This is an optimization exercise on Yosys and OpenROAD, whose aim is small area and a short achievable clock period, not a production implementation.
In this exercise RTL edits were held to simulation tests only and were not proved equivalent to the original.
Power figures rest on the tool's default switching activity, not on a simulated workload.

==> flow/design.v <==
package rv_isa_pkg;
  localparam int XLEN = 32;
  typedef logic [XLEN-1:0] word_t;
  typedef logic [31:0]     insn_t;
  typedef logic [4:0]      reg_addr_t;
  typedef logic [6:0]      opcode_t;
  localparam opcode_t OP_LUI     = 7'b01_101_11;
  localparam opcode_t OP_AUIPC   = 7'b00_101_11;
  localparam opcode_t OP_BRANCH  = 7'b11_000_11;
  localparam opcode_t OP_REG_IMM = 7'b00_100_11;
  localparam opcode_t OP_REG_REG = 7'b01_100_11;
  localparam opcode_t OP_ENVIRON = 7'b11_100_11;
  localparam logic [2:0] F3_ADD  = 3'b000;
  localparam logic [2:0] F3_SLL  = 3'b001;
  localparam logic [2:0] F3_SLT  = 3'b010;
  localparam logic [2:0] F3_SLTU = 3'b011;
  localparam logic [2:0] F3_XOR  = 3'b100;
  localparam logic [2:0] F3_SR   = 3'b101;
  localparam logic [2:0] F3_OR   = 3'b110;
  localparam logic [2:0] F3_AND  = 3'b111;
  localparam logic [2:0] F3_BEQ  = 3'b000;
  localparam logic [2:0] F3_BNE  = 3'b001;
  localparam logic [2:0] F3_BLT  = 3'b100;
  localparam logic [2:0] F3_BGE  = 3'b101;
  localparam logic [2:0] F3_BLTU = 3'b110;
  localparam logic [2:0] F3_BGEU = 3'b111;
  localparam logic [6:0] F7_BASE = 7'd0;
  localparam logic [6:0] F7_ALT  = 7'd32;
  localparam word_t INSN_BYTES = 32'd4;
endpackage
package core_ctrl_pkg;
  typedef enum logic [3:0] {
    ADD,
    SUB,
    SLL,
    SLT,
    SLTU,
    XOR,
    SRL,
    SRA,
    OR,
    AND,
    PASS_B
  } alu_op_e;
  typedef enum logic [2:0] {
    NONE,
    EQ,
    NE,
    LT,
    GE,
    LTU,
    GEU
  } branch_e;
endpackage
module fetch_decode #(
  parameter rv_isa_pkg::word_t RESET_PC = '0
) (
  input  logic                   clk,
  input  logic                   rst,
  input  rv_isa_pkg::insn_t      i_insn,
  input  logic                   i_branch_taken,
  input  rv_isa_pkg::word_t      i_branch_target,
  output rv_isa_pkg::word_t      o_pc,
  output rv_isa_pkg::reg_addr_t  o_rs1,
  output rv_isa_pkg::reg_addr_t  o_rs2,
  output rv_isa_pkg::reg_addr_t  o_rd,
  output rv_isa_pkg::word_t      o_imm,
  output logic                   o_use_imm,
  output logic                   o_a_is_pc,
  output core_ctrl_pkg::alu_op_e o_alu_op,
  output core_ctrl_pkg::branch_e o_branch,
  output logic                   o_wr_en,
  output logic                   o_halt
);
  rv_isa_pkg::opcode_t    opcode;
  logic [2:0] funct3;
  logic [6:0] funct7;
  rv_isa_pkg::word_t      imm_i;
  rv_isa_pkg::word_t      imm_b;
  rv_isa_pkg::word_t      imm_u;
  logic       f7_checked;
  logic       alt_ok;
  logic       arith_ok;
  logic       wr_en;
  logic       halt;
  assign opcode = i_insn[6:0];
  assign funct3 = i_insn[14:12];
  assign funct7 = i_insn[31:25];
  assign o_rd   = i_insn[11:7];
  assign o_rs1  = i_insn[19:15];
  assign o_rs2  = i_insn[24:20];
  assign imm_i = {{20{i_insn[31]}}, i_insn[31:20]};
  assign imm_b = {{19{i_insn[31]}}, i_insn[31], i_insn[7], i_insn[30:25], i_insn[11:8], 1'b0};
  assign imm_u = {i_insn[31:12], 12'b0};
  assign f7_checked = (opcode == rv_isa_pkg::OP_REG_REG) || (funct3 == rv_isa_pkg::F3_SLL) || (funct3 == rv_isa_pkg::F3_SR);
  assign alt_ok     = (funct3 == rv_isa_pkg::F3_SR) || ((opcode == rv_isa_pkg::OP_REG_REG) && (funct3 == rv_isa_pkg::F3_ADD));
  assign arith_ok   = !f7_checked || (funct7 == rv_isa_pkg::F7_BASE) || ((funct7 == rv_isa_pkg::F7_ALT) && alt_ok);
  always_comb
  begin
    o_alu_op  = core_ctrl_pkg::ADD;
    o_branch  = core_ctrl_pkg::NONE;
    o_use_imm = 1'b0;
    o_a_is_pc = 1'b0;
    o_imm     = imm_i;
    wr_en     = 1'b0;
    halt      = 1'b0;
    case (opcode)
      rv_isa_pkg::OP_LUI:
      begin
        o_alu_op  = core_ctrl_pkg::PASS_B;
        o_use_imm = 1'b1;
        o_imm     = imm_u;
        wr_en     = 1'b1;
      end
      rv_isa_pkg::OP_AUIPC:
      begin
        o_a_is_pc = 1'b1;
        o_use_imm = 1'b1;
        o_imm     = imm_u;
        wr_en     = 1'b1;
      end
      rv_isa_pkg::OP_REG_IMM, rv_isa_pkg::OP_REG_REG:
      begin
        o_use_imm = (opcode == rv_isa_pkg::OP_REG_IMM);
        wr_en     = arith_ok;
        case (funct3)
          rv_isa_pkg::F3_ADD:  o_alu_op = ((opcode == rv_isa_pkg::OP_REG_REG) && (funct7 == rv_isa_pkg::F7_ALT)) ? core_ctrl_pkg::SUB : core_ctrl_pkg::ADD;
          rv_isa_pkg::F3_SLL:  o_alu_op = core_ctrl_pkg::SLL;
          rv_isa_pkg::F3_SLT:  o_alu_op = core_ctrl_pkg::SLT;
          rv_isa_pkg::F3_SLTU: o_alu_op = core_ctrl_pkg::SLTU;
          rv_isa_pkg::F3_XOR:  o_alu_op = core_ctrl_pkg::XOR;
          rv_isa_pkg::F3_SR:   o_alu_op = (funct7 == rv_isa_pkg::F7_ALT) ? core_ctrl_pkg::SRA : core_ctrl_pkg::SRL;
          rv_isa_pkg::F3_OR:   o_alu_op = core_ctrl_pkg::OR;
          default: o_alu_op = core_ctrl_pkg::AND;
        endcase
      end
      rv_isa_pkg::OP_BRANCH:
      begin
        o_imm = imm_b;
        case (funct3)
          rv_isa_pkg::F3_BEQ:  o_branch = core_ctrl_pkg::EQ;
          rv_isa_pkg::F3_BNE:  o_branch = core_ctrl_pkg::NE;
          rv_isa_pkg::F3_BLT:  o_branch = core_ctrl_pkg::LT;
          rv_isa_pkg::F3_BGE:  o_branch = core_ctrl_pkg::GE;
          rv_isa_pkg::F3_BLTU: o_branch = core_ctrl_pkg::LTU;
          rv_isa_pkg::F3_BGEU: o_branch = core_ctrl_pkg::GEU;
          default: o_branch = core_ctrl_pkg::NONE;
        endcase
      end
      rv_isa_pkg::OP_ENVIRON: halt = (i_insn[31:7] == '0);
      default:    halt = 1'b0;
    endcase
  end
  assign o_wr_en = wr_en && !rst;
  assign o_halt  = halt && !rst;
  always_ff @(posedge clk)
  begin
    if (rst)
    begin
      o_pc <= RESET_PC;
    end
    else if (i_branch_taken)
    begin
      o_pc <= i_branch_target;
    end
    else if (!halt)
    begin
      o_pc <= o_pc + rv_isa_pkg::INSN_BYTES;
    end
  end
endmodule
module reg_file #(
  parameter int NUM_REGS = 32
) (
  input  logic                  clk,
  input  logic                  rst,
  input  rv_isa_pkg::reg_addr_t i_rs1,
  input  rv_isa_pkg::reg_addr_t i_rs2,
  input  rv_isa_pkg::reg_addr_t i_rd,
  input  logic                  i_wr_en,
  input  rv_isa_pkg::word_t     i_wr_data,
  output rv_isa_pkg::word_t     o_rs1_data,
  output rv_isa_pkg::word_t     o_rs2_data
);
  rv_isa_pkg::word_t regs [1:NUM_REGS-1];
  always_ff @(posedge clk)
  begin
    if (rst)
    begin
      for (int i = 1; i < NUM_REGS; i++)
      begin
        regs[i] <= '0;
      end
    end
    else if (i_wr_en && (i_rd != '0) && (int'(i_rd) < NUM_REGS))
    begin
      regs[i_rd] <= i_wr_data;
    end
  end
  assign o_rs1_data = ((i_rs1 == '0) || (int'(i_rs1) >= NUM_REGS)) ? '0 : regs[i_rs1];
  assign o_rs2_data = ((i_rs2 == '0) || (int'(i_rs2) >= NUM_REGS)) ? '0 : regs[i_rs2];
endmodule
module execute (
  input  rv_isa_pkg::word_t      i_pc,
  input  rv_isa_pkg::word_t      i_rs1_data,
  input  rv_isa_pkg::word_t      i_rs2_data,
  input  rv_isa_pkg::word_t      i_imm,
  input  logic                   i_use_imm,
  input  logic                   i_a_is_pc,
  input  core_ctrl_pkg::alu_op_e i_alu_op,
  input  core_ctrl_pkg::branch_e i_branch,
  input  logic                   i_wr_en,
  input  rv_isa_pkg::reg_addr_t  i_rd,
  output logic                   o_wb_en,
  output rv_isa_pkg::reg_addr_t  o_wb_rd,
  output rv_isa_pkg::word_t      o_wb_data,
  output logic                   o_branch_taken,
  output rv_isa_pkg::word_t      o_branch_target
);
  rv_isa_pkg::word_t      op_a;
  rv_isa_pkg::word_t      op_b;
  logic [4:0] shamt;
  logic       a_lt_b;
  logic       a_ltu_b;
  logic       rs_eq;
  logic       rs_lt;
  logic       rs_ltu;
  assign op_a  = i_a_is_pc ? i_pc : i_rs1_data;
  assign op_b  = i_use_imm ? i_imm : i_rs2_data;
  assign shamt = op_b[4:0];
  assign a_lt_b  = $signed(op_a) < $signed(op_b);
  assign a_ltu_b = op_a < op_b;
  always_comb
  begin
    case (i_alu_op)
      core_ctrl_pkg::ADD:     o_wb_data = op_a + op_b;
      core_ctrl_pkg::SUB:     o_wb_data = op_a - op_b;
      core_ctrl_pkg::SLL:     o_wb_data = op_a << shamt;
      core_ctrl_pkg::SLT:     o_wb_data = {{(rv_isa_pkg::XLEN-1){1'b0}}, a_lt_b};
      core_ctrl_pkg::SLTU:    o_wb_data = {{(rv_isa_pkg::XLEN-1){1'b0}}, a_ltu_b};
      core_ctrl_pkg::XOR:     o_wb_data = op_a ^ op_b;
      core_ctrl_pkg::SRL:     o_wb_data = op_a >> shamt;
      core_ctrl_pkg::SRA:     o_wb_data = $signed(op_a) >>> shamt;
      core_ctrl_pkg::OR:      o_wb_data = op_a | op_b;
      core_ctrl_pkg::AND:     o_wb_data = op_a & op_b;
      core_ctrl_pkg::PASS_B:  o_wb_data = op_b;
      default: o_wb_data = '0;
    endcase
  end
  assign rs_eq  = i_rs1_data == i_rs2_data;
  assign rs_lt  = $signed(i_rs1_data) < $signed(i_rs2_data);
  assign rs_ltu = i_rs1_data < i_rs2_data;
  always_comb
  begin
    case (i_branch)
      core_ctrl_pkg::EQ:      o_branch_taken = rs_eq;
      core_ctrl_pkg::NE:      o_branch_taken = !rs_eq;
      core_ctrl_pkg::LT:      o_branch_taken = rs_lt;
      core_ctrl_pkg::GE:      o_branch_taken = !rs_lt;
      core_ctrl_pkg::LTU:     o_branch_taken = rs_ltu;
      core_ctrl_pkg::GEU:     o_branch_taken = !rs_ltu;
      default: o_branch_taken = 1'b0;
    endcase
  end
  assign o_branch_target = i_pc + i_imm;
  assign o_wb_en = i_wr_en;
  assign o_wb_rd = i_rd;
endmodule
module rv_core #(
  parameter rv_isa_pkg::word_t RESET_PC = '0,
  parameter int                NUM_REGS = 32
) (
  input  logic                  clk,
  input  logic                  rst,
  input  rv_isa_pkg::insn_t     i_insn,
  output rv_isa_pkg::word_t     o_pc,
  output logic                  o_halt,
  output logic                  o_wb_en,
  output rv_isa_pkg::reg_addr_t o_wb_rd,
  output rv_isa_pkg::word_t     o_wb_data
);
  rv_isa_pkg::reg_addr_t rs1;
  rv_isa_pkg::reg_addr_t rs2;
  rv_isa_pkg::reg_addr_t rd;
  rv_isa_pkg::word_t     imm;
  logic      use_imm;
  logic      a_is_pc;
  core_ctrl_pkg::alu_op_e   alu_op;
  core_ctrl_pkg::branch_e   branch;
  logic      wr_en;
  rv_isa_pkg::word_t     rs1_data;
  rv_isa_pkg::word_t     rs2_data;
  logic      branch_taken;
  rv_isa_pkg::word_t     branch_target;
  fetch_decode #(
    .RESET_PC (RESET_PC)
  ) fetch_decode_inst (
    .clk             (clk),
    .rst             (rst),
    .i_insn          (i_insn),
    .i_branch_taken  (branch_taken),
    .i_branch_target (branch_target),
    .o_pc            (o_pc),
    .o_rs1           (rs1),
    .o_rs2           (rs2),
    .o_rd            (rd),
    .o_imm           (imm),
    .o_use_imm       (use_imm),
    .o_a_is_pc       (a_is_pc),
    .o_alu_op        (alu_op),
    .o_branch        (branch),
    .o_wr_en         (wr_en),
    .o_halt          (o_halt)
  );
  reg_file #(
    .NUM_REGS (NUM_REGS)
  ) reg_file_inst (
    .clk        (clk),
    .rst        (rst),
    .i_rs1      (rs1),
    .i_rs2      (rs2),
    .i_rd       (o_wb_rd),
    .i_wr_en    (o_wb_en),
    .i_wr_data  (o_wb_data),
    .o_rs1_data (rs1_data),
    .o_rs2_data (rs2_data)
  );
  execute execute_inst (
    .i_pc            (o_pc),
    .i_rs1_data      (rs1_data),
    .i_rs2_data      (rs2_data),
    .i_imm           (imm),
    .i_use_imm       (use_imm),
    .i_a_is_pc       (a_is_pc),
    .i_alu_op        (alu_op),
    .i_branch        (branch),
    .i_wr_en         (wr_en),
    .i_rd            (rd),
    .o_wb_en         (o_wb_en),
    .o_wb_rd         (o_wb_rd),
    .o_wb_data       (o_wb_data),
    .o_branch_taken  (branch_taken),
    .o_branch_target (branch_target)
  );
endmodule
==> flow/run.sh <==
#!/bin/bash
# synth_recipe.tcl (not shown) runs the flow's synth.tcl, then flattens the netlist and writes it again
# the make line also repeats each setting of config.mk as NAME=value (left out here)
make -C /OpenROAD-flow-scripts/flow DESIGN_CONFIG=/design/flow/config.mk WORK_HOME=/design/flow/orfs CLKGATE_MAP_FILE= SYNTH_SCRIPT=/design/flow/synth_recipe.tcl finish
==> flow/config.mk <==
export PLATFORM = sky130hd
export DESIGN_NAME = rv_core
export DESIGN_NICKNAME = rv_core
export VERILOG_FILES = /design/flow/design.v
export SDC_FILE = /design/flow/constraint.sdc
export NUM_CORES = 4
export LEC_CHECK = 0
export CAP_MARGIN = 20
export CORE_MARGIN = 2
export CORE_UTILIZATION = 30
export SETUP_SLACK_MARGIN = 0.3
export SLEW_MARGIN = 20
==> flow/constraint.sdc <==
create_clock -name core_clock -period 11.0 [get_ports {clk}]
set_input_delay 2.2000 -clock core_clock [delete_from_list [all_inputs] [get_ports {clk}]]
set_output_delay 2.2000 -clock core_clock [all_outputs]
set_load 0.01 [all_outputs]
==> run summary <==
-- cell usage after synthesis, drive strengths merged, types with 39 or more instances --
master,count,area share (%)
mux2,82,1.3
nand3,69,0.50
a211oi,49,0.60
a22oi,244,2.6
nand2b,58,0.52
buf,336,3.1
edfxtp,1024,44
nand2,313,1.7
nor2,1119,6.0
mux2i,592,8.6
o22ai,83,0.75
a21o,64,0.69
o21ai,163,1.4
ha,168,3.0
a21oi,451,3.3
inv,158,0.85
nor3,102,0.78
clkbuf,253,1.4
mux4,324,10
xnor2,39,0.49
-- cells by family (layout without fill, tap and decap cells) --
| logic type | Yosys count | count (layout) | synth area share, % |
|---|---|---|---|
| compound gates | 1371 | 1371 | 13.2 |
| xor+xnor | 62 | 62 | 0.779 |
| flops | 1056 | 1056 | 45.1 |
| other cells | 1 | 43 | 0.00538 |
| buf+inv | 750 | 1022 | 5.34 |
| fa+ha+maj | 171 | 171 | 3.10 |
| mux | 998 | 998 | 20.4 |
| simple gates | 1917 | 1917 | 12.2 |
-- metrics by stage --
step / area [um2] / utilization, % / worst slack (ps) / hold WS [ps]
2_1_floorplan: 69800 / - / 532 / 501
3_3_place_gp: 76800 / 33.3 / -304 / 580
3_5_place_dp: 76800 / 33.3 / -230 / 579
4_1_cts: 80600 / 35.0 / 290 / 588
5_1_grt: 80900 / 35.1 / 208 / 633
6_report: 80900 / 35.1 / 328 / 573
-- metal layers --
metal	up-vias	part of all wire (%)
met4	28	6.3
li1	24400	-
met1	30200	37
met3	775	12
met5	-	0.056
met2	4420	45
-- power breakdown --
part	internal (mW)	switching (mW)
Sequential	4.59	0.119
Clock	2.04	1.71
Combinational	1.73	3.52
-- worst register-to-register path, cell delays in order, from the launching register on --
cell       delay (ps)
edfxtp_1          420
mux4_2            460
nor2b_1           150
a211o_1           310
a21oi_2           420
o21a_2            330
inv_4              70
ha_1              220
fa_1              450
nand2b_1          210
a21oi_2           220
o2111ai_2         210
or4_1             560
a31oi_1           220
buf_4             140
o21ai_0           140
a211oi_2          360
mux2_2            380
o21ai_0           130
and4_1            230
buf_4             140
buf_4             360
nor2_1            140
-- placed cells by master (no fill, tap or decap), types with 37 or more instances in the layout --
cell / netlist / final
a211oi_1: 41 / 39
a21o_1: 64 / 63
a21oi_1: 449 / 436
a22oi_1: 244 / 244
buf_12: 1 / 51
buf_4: 64 / 472
clkbuf_16: 0 / 120
clkdlybuf4s50_1: 0 / 93
edfxtp_1: 1024 / 1024
ha_1: 168 / 165
inv_1: 152 / 150
mux2_2: 81 / 81
mux2i_1: 585 / 585
mux4_2: 324 / 324
nand2_1: 313 / 275
nand2_2: 0 / 37
nand3_1: 69 / 69
nor2_1: 1119 / 1109
nor3_1: 96 / 91
o21ai_0: 130 / 123
o22ai_1: 82 / 80
xnor2_1: 39 / 37
-- repair_timing --
action                     in CTS  in global routing
pin swaps                       7                  8
gates cloned                    3                  3
buffers inserted                1                  2
resized for setup              37                 55
setup endpoints to repair      13                 15
-- path summary, 6_finish.rpt --
path / cells after the start / to / slack, ps
worst max-delay path: 24 / o_wb_data[0] / 330
worst min-delay path: 2 / fetch_decode_inst.o_pc[0] / 570
worst max register to register: 22 / reg_file_inst.regs[14][22] / 4420
worst min register to register: 2 / fetch_decode_inst.o_pc[0] / 570
-- final cells by class --
| cell class | instances | share of cell area (%) |
|---|---|---|
| Clock inverter | 75 | 0.671 |
| Inverter | 161 | 0.753 |
| Tap cell | 3026 | 4.68 |
| Multi-Input combinational cell | 4551 | 43.8 |
| Timing Repair Buffer | 650 | 7.58 |
| Antenna cell | 11 | 0.0340 |
| Clock buffer | 136 | 3.71 |
| Sequential cell | 1056 | 38.8 |
-- registers in the layout (all words and copies together) (netlist names) --
name and cells:
reg_file_inst.regs 1024, fetch_decode_inst.o_pc 32
==> out/summary.txt <==
Die width -> 486 um
CP startpoint kind -> input port
Worst VDD drop -> 0.144 mV
Leakage -> 31.2 nW
CTS tree -> yes
Residual DRC count -> 0
Max FO, Critical Path -> 23
Fin crit period -> 10670 ps
Antenna violations before repair -> 20
CP Launch Point -> i_insn[20]
Final hold vios -> 0
Worst-path clk slew -> 50 ps
Post-synth ARST share -> 0%
Vias/cell -> 6.18
Ports -> 105
Die height -> 486 um
Number of routed nets with antenna violations -> 0
Hold WC Path Type -> register to register
Synth Flop Type -> edfxtp_1
Clock Sinks -> 1056
Largest net degree at the start of global routing -> 85
Synth Warn # -> 3
Crit-path most repeated cell -> buf_4
Clk root buf -> clkbuf_16
Seq/Total Area, Yosys -> 45.1%
CTS Buf Count -> 115
Vias -> 59.7k
Cell Count, Final, Fillers Out -> 9666
Pwr/cell area -> 169 nW/um2
GR Layer Usage met1 -> 34.0%
Initial core utilization -> 30.2%
Multi-input combinational cell area -> 35500 um2
Setup tns final -> 0 ps
Slowest-stage cell, CP -> or4_1
CP Class -> input port to output port
FF+latch area -> 31400 um2
Number of enable flip-flop cells after synthesis -> 1024
Routed WL -> 327000 um
Routability cong. -> 1.07
Syn_area_per_cell -> 11.0 um2
Synthesis-to-layout area growth -> 16.2%
Delay-heaviest family, CP -> compound AO/OA/AOI/OAI gates
Status -> finished clean
Post-Syn Instances -> 6326
Post-detail-place hpwl -> 232000 um
Detailed Route Iter0 Violations -> 10.2k
Vias in the first global route -> 56.5k
Max-Cap Viols -> 0
DRT Pass-1 Iters -> 9
GR Util met3 -> 6.86%
Die ar. -> 236000 um2
Unrepaired setup endpoints after global routing -> yes
CTS Hold Bufs -> 0
Final setup violation count -> 0
H-Tree Depth -> 3
Critical Path AT -> 8470 ps
Clk_skew -> 70.0 ps
Fillers -> 22.7k
Num rows -> 176
# port buffers -> 104
Total gr overflow -> 0
Worst-Skew Late Latency -> 770 ps
Crit-path max cell delay -> 560 ps
Final worst-path cycle share -> 97.0%
Power Total -> 13.7 mW
Gr busiest metal -> met2
M2 GR Usage -> 41.2%
Hold Crit Start -> fetch_decode_inst.o_pc[0]
Bufs on Longest Clock Path -> 3
Worst-Margin Slew -> 1180 ps
CP Capture Type -> output port
Reg-to-reg startpoint -> reg_file_inst.regs[0][0]
Layout cell share with drive strength beyond 1 -> 20.5%
Post-Syn Area -> 69700 um2
Rel. slew slack -> 21.4%
Fin. max-slew vios -> 0
Synth cell types -> 113
Cells after DPL -> 9435
WP buf/inv -> 7
Number of synthesized register bits -> 1056
Fmax -> 93.7 MHz
Core area -> 230000 um2
Final #Nets -> 6740
First-pass GRT wire length -> 449000 um
GRT Total Usage -> 26.6%
Wire per inst -> 33.8 um
Ordered cell list for the critical path -> buf_16, mux4_2, nor2b_1, a211o_1, a21oi_2, o21a_2, inv_4, ha_1, fa_1, nand2b_1, a21oi_2, o2111ai_2, or4_1, buf_4, a21o_1, a21o_1, and2_1, o211ai_1, buf_4, o21ai_0, a211oi_4, buf_4, inv_1, clkdlybuf4s50_1
Worst EP required -> 8800 ps

-- port drivers added, routing unchanged --
In the flow no input, the clock included, has a driving cell. The finished layout below was timed again as built, in two steps.
Step 1, drivers: a clkbuf_16 drives clk and a buf_2 each remaining input, both assumed.
Step 2 moves the port delays by t, midway between the first and last clock arrival at a register: inputs arrive t later, outputs are due t later. That takes back most of the time a late clock gives input paths.
Three values: no drivers, after step 1, after step 2; two values: the first two.
shift t [ns]: 0.827
setup slack, ns: 0.328 / 0.214 / 0.214
hold slack, ns: 0.573 / 0.573 / 0.573
After both steps this run still meets setup and hold. The setup slack of this run moves by -0.114 ns with the drivers and by -0.114 ns with both steps.
